This is an optimization exercise on Yosys and OpenROAD, whose aim is small area, a short achievable clock period and few clock cycles, not a production implementation.
Only simulation tests tie the RTL to the original design; equivalence was not proved.

==> 12-19: inputs <==
Design trig_unit, start of the top module:
module trig_unit (
	input logic clk,
	input logic reset,
	input logic s_awvalid,
	input logic [3:0] s_awaddr,
	input logic s_wvalid,
	input logic [31:0] s_wdata,
	input logic s_bready,
	input logic s_arvalid,
	input logic [3:0] s_araddr,
	input logic s_rready,
	output logic s_awready,
	output logic s_wready,
	output logic s_bvalid,
	output logic [1:0] s_bresp,
	output logic s_arready,
	output logic s_rvalid,
	output logic [31:0] s_rdata,
	output logic [1:0] s_rresp
);
==> module sine_pipe, before the edit <==
module sine_pipe (
	input logic clk,
	input logic reset,
	input logic in_valid,
	input logic [20:0] angle,
	input logic cos_sel,
	output logic out_valid,
	output logic out_neg,
	output logic [16:0] out_mag
);
	logic [20:0] a0;
	logic c0;
	logic [2:0] up0;
	logic [2:0] dn0;
	logic n1;
	logic [17:0] u1;
	logic n2;
	logic [19:0] xx2;
	logic [17:0] lin2;
	logic n3;
	logic [16:0] t3;
	logic n4;
	logic [16:0] t4;
	logic [14:0] v4;
	logic [4:0] valid;
	logic [2:0] upw;
	logic [2:0] dnw;
	logic nw;
	logic [17:0] uw;
	logic [19:0] xxw;
	logic [17:0] linw;
	logic signed [17:0] ew;
	logic [16:0] tw;
	logic [14:0] vw;
	logic [16:0] mw;
	angle_range u_range (
		.angle(angle),
		.cos_sel(cos_sel),
		.up(upw),
		.dn(dnw)
	);
	angle_wrap u_wrap (
		.angle(a0),
		.cos_sel(c0),
		.up(up0),
		.dn(dn0),
		.neg(nw),
		.mag(uw)
	);
	sq_angle u_sq (
		.u(u1),
		.xx(xxw)
	);
	scale_lin u_lin (
		.u(u1),
		.neg(n1),
		.lin(linw)
	);
	scale_sq u_est (
		.lin(lin2),
		.xx(xx2),
		.est(ew)
	);
	assign tw[16] = ew[16] && !ew[17];
	assign tw[15:2] = ew[16] ? 14'd0 : ew[15:2];
	assign tw[1] = ew[17] ? ew[1] ^ ew[0] : ew[1];
	assign tw[0] = ew[0];
	sq_est u_sq_est (
		.t(t3[15:0]),
		.v(vw)
	);
	scale_refine u_refine (
		.t(t4[15:0]),
		.v(v4),
		.neg(n4),
		.mag(mw)
	);
	always_ff @(posedge clk) begin
		a0 <= angle;
		c0 <= cos_sel;
		up0 <= upw;
		dn0 <= dnw;
		n1 <= nw;
		u1 <= uw;
		n2 <= n1;
		xx2 <= xxw;
		lin2 <= linw;
		n3 <= n2 ^ ew[17];
		t3 <= tw;
		n4 <= n3;
		t4 <= t3;
		v4 <= vw;
	end
	always_ff @(posedge clk) begin
		if (reset)
			valid <= '0;
		else
			valid <= {valid[3:0], in_valid};
	end
	assign out_valid = valid[4];
	assign out_neg = n4;
	assign out_mag = {t4[16], 16'd0} | mw;
endmodule
Settings: LEC_CHECK=0, CAP_MARGIN=20, CORE_MARGIN=2, CORE_UTILIZATION=60, SETUP_SLACK_MARGIN=5, SLEW_MARGIN=20; clock period 10.0 ns.
run.sh (not shown) runs the stock make flow with config.mk's settings and CLKGATE_MAP_FILE= SYNTH_SCRIPT=/design/flow/synth_recipe.tcl, a recipe that flattens the netlist after the stock synthesis.
==> 01-22: changes against 12-19 <==
--- a/flow/design.v
+++ b/flow/design.v
@@ -2296,5 +2296,5 @@
 	logic [17:0] lin2;
 	logic n3;
-	logic [16:0] t3;
+	logic signed [17:0] e3;
 	logic n4;
 	logic [16:0] t4;
@@ -2339,10 +2339,7 @@
 		.est(ew)
 	);
-	assign tw[16] = ew[16] && !ew[17];
-	assign tw[15:2] = ew[16] ? 14'd0 : ew[15:2];
-	assign tw[1] = ew[17] ? ew[1] ^ ew[0] : ew[1];
-	assign tw[0] = ew[0];
+	assign tw = e3[17] ? {15'd0, 2'(~e3[1:0]) + 2'd1} : e3[16:0];
 	sq_est u_sq_est (
-		.t(t3[15:0]),
+		.t(tw[15:0]),
 		.v(vw)
 	);
@@ -2363,8 +2360,8 @@
 		xx2 <= xxw;
 		lin2 <= linw;
-		n3 <= n2 ^ ew[17];
-		t3 <= tw;
-		n4 <= n3;
-		t4 <= t3;
+		n3 <= n2;
+		e3 <= ew;
+		n4 <= n3 ^ e3[17];
+		t4 <= tw;
 		v4 <= vw;
 	end
--- a/flow/config.mk
+++ b/flow/config.mk
@@ -8,5 +8,4 @@
 export CAP_MARGIN = 20
 export CORE_MARGIN = 2
-export CORE_UTILIZATION = 60
-export SETUP_SLACK_MARGIN = 5
+export CORE_UTILIZATION = 40
 export SLEW_MARGIN = 20
==> qor summary <==
metric	12-19	01-22
Run status	finished clean	finished clean
Post-detailed-placement cell area	29600 sq um	30300 sq um
HPWL reported at the end of detailed placement	50700 um	51600 um
Worst hold margin	0.331 ns	0.325 ns
Data required time of the worst path	10.45 ns	10.47 ns
Startpoint of the most critical setup path	u_top.u_sine.u1[11]	u_top.u_sine.u1[4]
Clock buffers	44	36
Utilization after layout	68.1%	44.6%
Global-route wire length before repair	106000 um	107000 um
Worst path arrival time	5.31 ns	7.25 ns
Xor and xnor area share after synthesis	3.90%	3.99%
Resize count post-CTS	76	0
Net count of the finished layout	3898	3872
Share of post-route cells with drive strength above 1	7.89%	3.70%
Top-area cell type share of the netlist area	27.3%	27.0%
Cell with the largest stage delay on the worst path	fa_1	dfxtp_1
Fraction of the mapped netlist area in simple logic gates	11.4%	12.1%
Testbench counts of 12-19, summed over its fixed seeds: cycles 11,258.
Testbench counts of 01-22, summed over its fixed seeds: cycles 11,258.

========
==> inputs of v18 <==
Another version of the RTL of trig_unit (not shown whole).
==> module angle_wrap, before the edit <==
module angle_wrap (
	input logic [20:0] angle,
	input logic cos_sel,
	input logic [2:0] up,
	input logic [2:0] dn,
	output logic neg,
	output logic [17:0] mag
);
	localparam int T = trig_pkg::TWO_PI_FIX;
	localparam int H = trig_pkg::HALF_PI_FIX;
	logic signed [18:0] off;
	logic signed [18:0] pos;
	always_comb begin
		int o;
		if (up[2]) o = -3 * T;
		else if (up[1]) o = -2 * T;
		else if (up[0]) o = -T;
		else if (dn[2]) o = 3 * T;
		else if (dn[1]) o = 2 * T;
		else if (dn[0]) o = T;
		else o = 0;
		off = 19'(o + (cos_sel ? H : 0));
	end
	assign pos = angle[18:0] + off;
	assign neg = pos[18];
	assign mag = (pos[17:0] ^ {18{neg}}) + 18'(neg);
endmodule
clock: 10.0 ns
lec_check: 0
cap_margin: 20
core_margin: 2
core_utilization: 60
setup_slack_margin: 5
slew_margin: 20
==> inputs of v2, as changes to v18 <==
--- a/flow/design.v
+++ b/flow/design.v
@@ -2257,6 +2257,7 @@
 	localparam int H = trig_pkg::HALF_PI_FIX;
 	logic signed [18:0] off;
 	logic signed [18:0] pos;
+	logic signed [18:0] ngt;
 	always_comb begin
 		int o;
 		if (up[2]) o = -3 * T;
@@ -2269,8 +2270,9 @@
 		off = 19'(o + (cos_sel ? H : 0));
 	end
 	assign pos = angle[18:0] + off;
+	assign ngt = ~angle[18:0] + (19'sd1 - off);
 	assign neg = pos[18];
-	assign mag = (pos[17:0] ^ {18{neg}}) + 18'(neg);
+	assign mag = neg ? ngt[17:0] : pos[17:0];
 endmodule
 `timescale 1ns/1ps
 module sine_pipe (
Settings changed: CORE_UTILIZATION 60 to 40.
==> inputs of v39, as changes to v18 <==
--- a/flow/design.v
+++ b/flow/design.v
@@ -2257,6 +2257,7 @@
 	localparam int H = trig_pkg::HALF_PI_FIX;
 	logic signed [18:0] off;
 	logic signed [18:0] pos;
+	logic signed [18:0] ngt;
 	always_comb begin
 		int o;
 		if (up[2]) o = -3 * T;
@@ -2269,8 +2270,9 @@
 		off = 19'(o + (cos_sel ? H : 0));
 	end
 	assign pos = angle[18:0] + off;
+	assign ngt = ~angle[18:0] + (19'sd1 - off);
 	assign neg = pos[18];
-	assign mag = (pos[17:0] ^ {18{neg}}) + 18'(neg);
+	assign mag = neg ? ngt[17:0] : pos[17:0];
 endmodule
 `timescale 1ns/1ps
 module sine_pipe (
Settings changed: CTS_CLUSTER_DIAMETER set to 60, CTS_CLUSTER_SIZE set to 40.
==> impl_results.md <==
- WP data required: 10.47 ns
- Drt pass-1 iters: 6
- Routed Wire Length: 60.5 mm
- Clk cell area share: 3.42%
- Design area: 32100 um2
- WP depth: 19
- XOR/XNOR share of the synthesized area: 3.90%
- Count of different cell masters after synthesis: 88
- Outcome: finished clean
- Dpl hpwl: 47.2 mm
- Multi-input gates: 2002
the above is filed under v2

==> impl_results.md <==
- WP data required: 10.47 ns
- Design area: 31100 um2
- XOR/XNOR share of the synthesized area: 4.10%
- WP depth: 18
- Dpl hpwl: 49.1 mm
- Outcome: finished clean
- Multi-input gates: 1937
- Routed Wire Length: 63.6 mm
- Clk cell area share: 3.50%
the above is filed under v18

==> impl_results.md <==
- Multi-input gates: 2002
- Routed Wire Length: 64.5 mm
- Outcome: finished clean
- Count of different cell masters after synthesis: 88
- Drt pass-1 iters: 7
- Clk cell area share: 2.69%
- Design area: 31400 um2
- Dpl hpwl: 50.7 mm
the above is filed under v39

Testbench counts of v18, summed over its fixed seeds: cycles 11,258.
Testbench counts of v2, summed over its fixed seeds: cycles 11,258.
Testbench counts of v39, summed over its fixed seeds: cycles 11,258.

========
==> try-onyx <==
Another version of the RTL of trig_unit (not shown whole).
==> flow/config.mk <==
export PLATFORM = sky130hd
export DESIGN_NAME = trig_unit
export DESIGN_NICKNAME = trig_unit
export VERILOG_FILES = /design/flow/design.v
export SDC_FILE = /design/flow/constraint.sdc
export NUM_CORES = 4
export LEC_CHECK = 0
export CAP_MARGIN = 20
export CORE_MARGIN = 2
export CORE_UTILIZATION = 60
export SETUP_SLACK_MARGIN = 5
export SLEW_MARGIN = 20
export SYNTH_HIERARCHICAL = 1
export SYNTH_MINIMUM_KEEP_SIZE = 0
==> flow/constraint.sdc <==
create_clock -name core_clock -period 10.0 [get_ports {clk}]
set_input_delay 2.0000 -clock core_clock [delete_from_list [all_inputs] [get_ports {clk}]]
set_output_delay 2.0000 -clock core_clock [all_outputs]
set_load 0.01 [all_outputs]
standard.sh (not shown) runs the stock make flow with config.mk's settings and CLKGATE_MAP_FILE= SYNTH_SCRIPT=/design/flow/synth_recipe.tcl, a recipe that flattens the netlist after the stock synthesis.
==> flow/flow/run.sh <==
#!/bin/bash
set -euo pipefail
bash standard.sh SETUP_SLACK_MARGIN=6.0 finish > standard_flow.log 2>&1
==> inputs of try-ember, as changes to try-onyx <==
==> flow/flow/run.sh (replaced) <==
#!/bin/bash
set -euo pipefail
bash standard.sh SETUP_SLACK_MARGIN=6.5 finish > standard_flow.log 2>&1
==> comparison table <==
quantity                                                                try-onyx                    try-ember
Outcome                                                           finished clean               finished clean
Post-place setup slack                                                   5.27 ns                      5.36 ns
Final standard cell utilization of the core                                0.720                        0.743
Slew @ Worst Pin                                                         1.04 ns                     0.984 ns
Via count of the first global-routing pass                                 20500                        20900
Average wire per cell in the routed design                               19.3 um                      19.9 um
Final instance area                                                   32000 um^2                   33000 um^2
Number of clock-tree buffers in the layout                                    42                           41
Sum of met3 wire segment lengths after detailed routing                  2.68 mm                      3.13 mm
Cts bufs inserted                                                             29                           30
Multi-input combinational cell count                                        2070                         2071
Half-perimeter wire length after detailed placement                      45.0 mm                      45.2 mm
Worst Min Path Start                                     u_top.u_sine.n3$_DFF_P_  u_top.u_sine.t3[16]$_DFF_P_
Number of buffers and inverters on the critical path                           1                            2
Tot GR Track Use                                                           0.279                        0.288
Signal buffers                                                               215                          249
Setup slack on the worst flop-to-flop path                               5.83 ns                      5.79 ns
Syn-to-layout area delta                                                   17.8%                        21.6%
Detailed-routed wire length on met2                                      32.5 mm                      34.2 mm
Testbench counts of try-onyx, summed over its fixed seeds: cycles 11,258.
Testbench counts of try-ember, summed over its fixed seeds: cycles 11,258.

========
==> run a: inputs <==
Another version of the RTL of trig_unit (not shown whole).
==> flow/config.mk <==
export PLATFORM = sky130hd
export DESIGN_NAME = trig_unit
export DESIGN_NICKNAME = trig_unit
export VERILOG_FILES = /design/flow/design.v
export SDC_FILE = /design/flow/constraint.sdc
export NUM_CORES = 4
export LEC_CHECK = 0
export ABC_AREA = 1
export CAP_MARGIN = 20
export CORE_MARGIN = 2
export CORE_UTILIZATION = 60
export SETUP_SLACK_MARGIN = 5
export SLEW_MARGIN = 20
export SYNTH_HIERARCHICAL = 1
export SYNTH_MINIMUM_KEEP_SIZE = 0
==> flow/constraint.sdc <==
create_clock -name core_clock -period 10.0 [get_ports {clk}]
set_input_delay 2.0000 -clock core_clock [delete_from_list [all_inputs] [get_ports {clk}]]
set_output_delay 2.0000 -clock core_clock [all_outputs]
set_load 0.01 [all_outputs]
==> flow/flow/run.sh <==
#!/bin/bash
set -euo pipefail
bash standard.sh SETUP_SLACK_MARGIN=5.6 finish > standard_flow.log 2>&1
==> inputs of run b, as changes to run a <==
ABC_AREA = not set   (was 1)
==> run summary <==
| item | run a | run b |
|---|---|---|
| Run status | complete, no violations | complete, no violations |
| Worst setup skew after layout | 0.0167 ns | 0.0163 ns |
| Final clock period utilization by the worst path | 41.8% | 42.8% |
| Floorplan core area | 0.0468 mm^2 | 0.0434 mm^2 |
| Vertical extent of the die | 222 um | 214 um |
| Clock Latency Late Sink | 0.58 ns | 0.59 ns |
| Multi-input gate area | 0.0190 mm^2 | 0.0196 mm^2 |
| Post-CTS resize count | 27 | 128 |
| GRT Overall Usage | 26.7% | 25.9% |
| Fraction of area in registers | 19.4% | 20.7% |
| Number of non-clock buffers | 117 | 147 |
| Non-clock inverter total of the final layout | 863 | 164 |
| Share of layout cells above drive strength 1 | 5.54% | 9.75% |
| Pin count of the biggest net entering global routing | 24 | 27 |
| Cell count along the critical path | 19 | 17 |
| Via count of the first global-routing pass | 22,136 | 19,405 |
| Minimum setup slack after placement | 5.10 ns | 4.71 ns |
| Worst Hold Margin | 0.325 ns | 0.322 ns |
| Total number of nets in the final design | 4,344 | 3,291 |
| Initial standard-cell utilization of the core | 61.1% | 61.1% |
Testbench counts of run a, summed over its fixed seeds: cycles 11,258.
Testbench counts of run b, summed over its fixed seeds: cycles 11,258.

[what the ideal ports hide]
The flow's constraints put no driver on any port. The routed layouts listed below were extracted and timed again, unchanged, in two steps. Step 1 assumes that a clkbuf_16 drives the clock port and a buf_2 every other input. Step 2, shift: input delay + t, output delay - t, t = (earliest + latest rising clock arrival at the registers) / 2. This alone moves slack from input paths to output paths. Three values: ideal ports, drivers, drivers and shift; two values: the first two.
run | t (ns) | setup slack, ns | worst setup path after step 2 | worst register clock-pin slew, ns | worst data-port slew with drivers (ns)
12-19 | 0.627 | 5.145 / 5.145 / 4.876 | input to register | 0.07 / 0.07 | 0.07
01-22 | 0.647 | 3.215 / 3.215 / 3.215 | register to register | 0.06 / 0.06 | 0.06
v18 | 0.639 | 5.162 / 5.162 / 4.939 | input to register | 0.07 / 0.07 | 0.05
v2 | 0.637 | 5.085 / 5.085 / 4.877 | input to register | 0.07 / 0.07 | 0.04
v39 | 0.613 | 5.086 / 5.086 / 4.893 | input to register | 0.10 / 0.10 | 0.07
try-onyx | 0.635 | 5.828 / 5.828 / 5.586 | input to register | 0.07 / 0.07 | 0.04
try-ember | 0.635 | 5.787 / 5.787 / 5.787 | register to register | 0.07 / 0.07 | 0.04
run a | 0.629 | 5.824 / 5.824 / 5.416 | input to register | 0.07 / 0.07 | 0.04
run b | 0.635 | 5.723 / 5.723 / 5.478 | input to register | 0.07 / 0.07 | 0.05
After both steps setup and hold are still met in every run listed. For run a, which loses most, drivers alone change the setup slack by 0.000 ns; drivers and shift together by -0.408 ns.
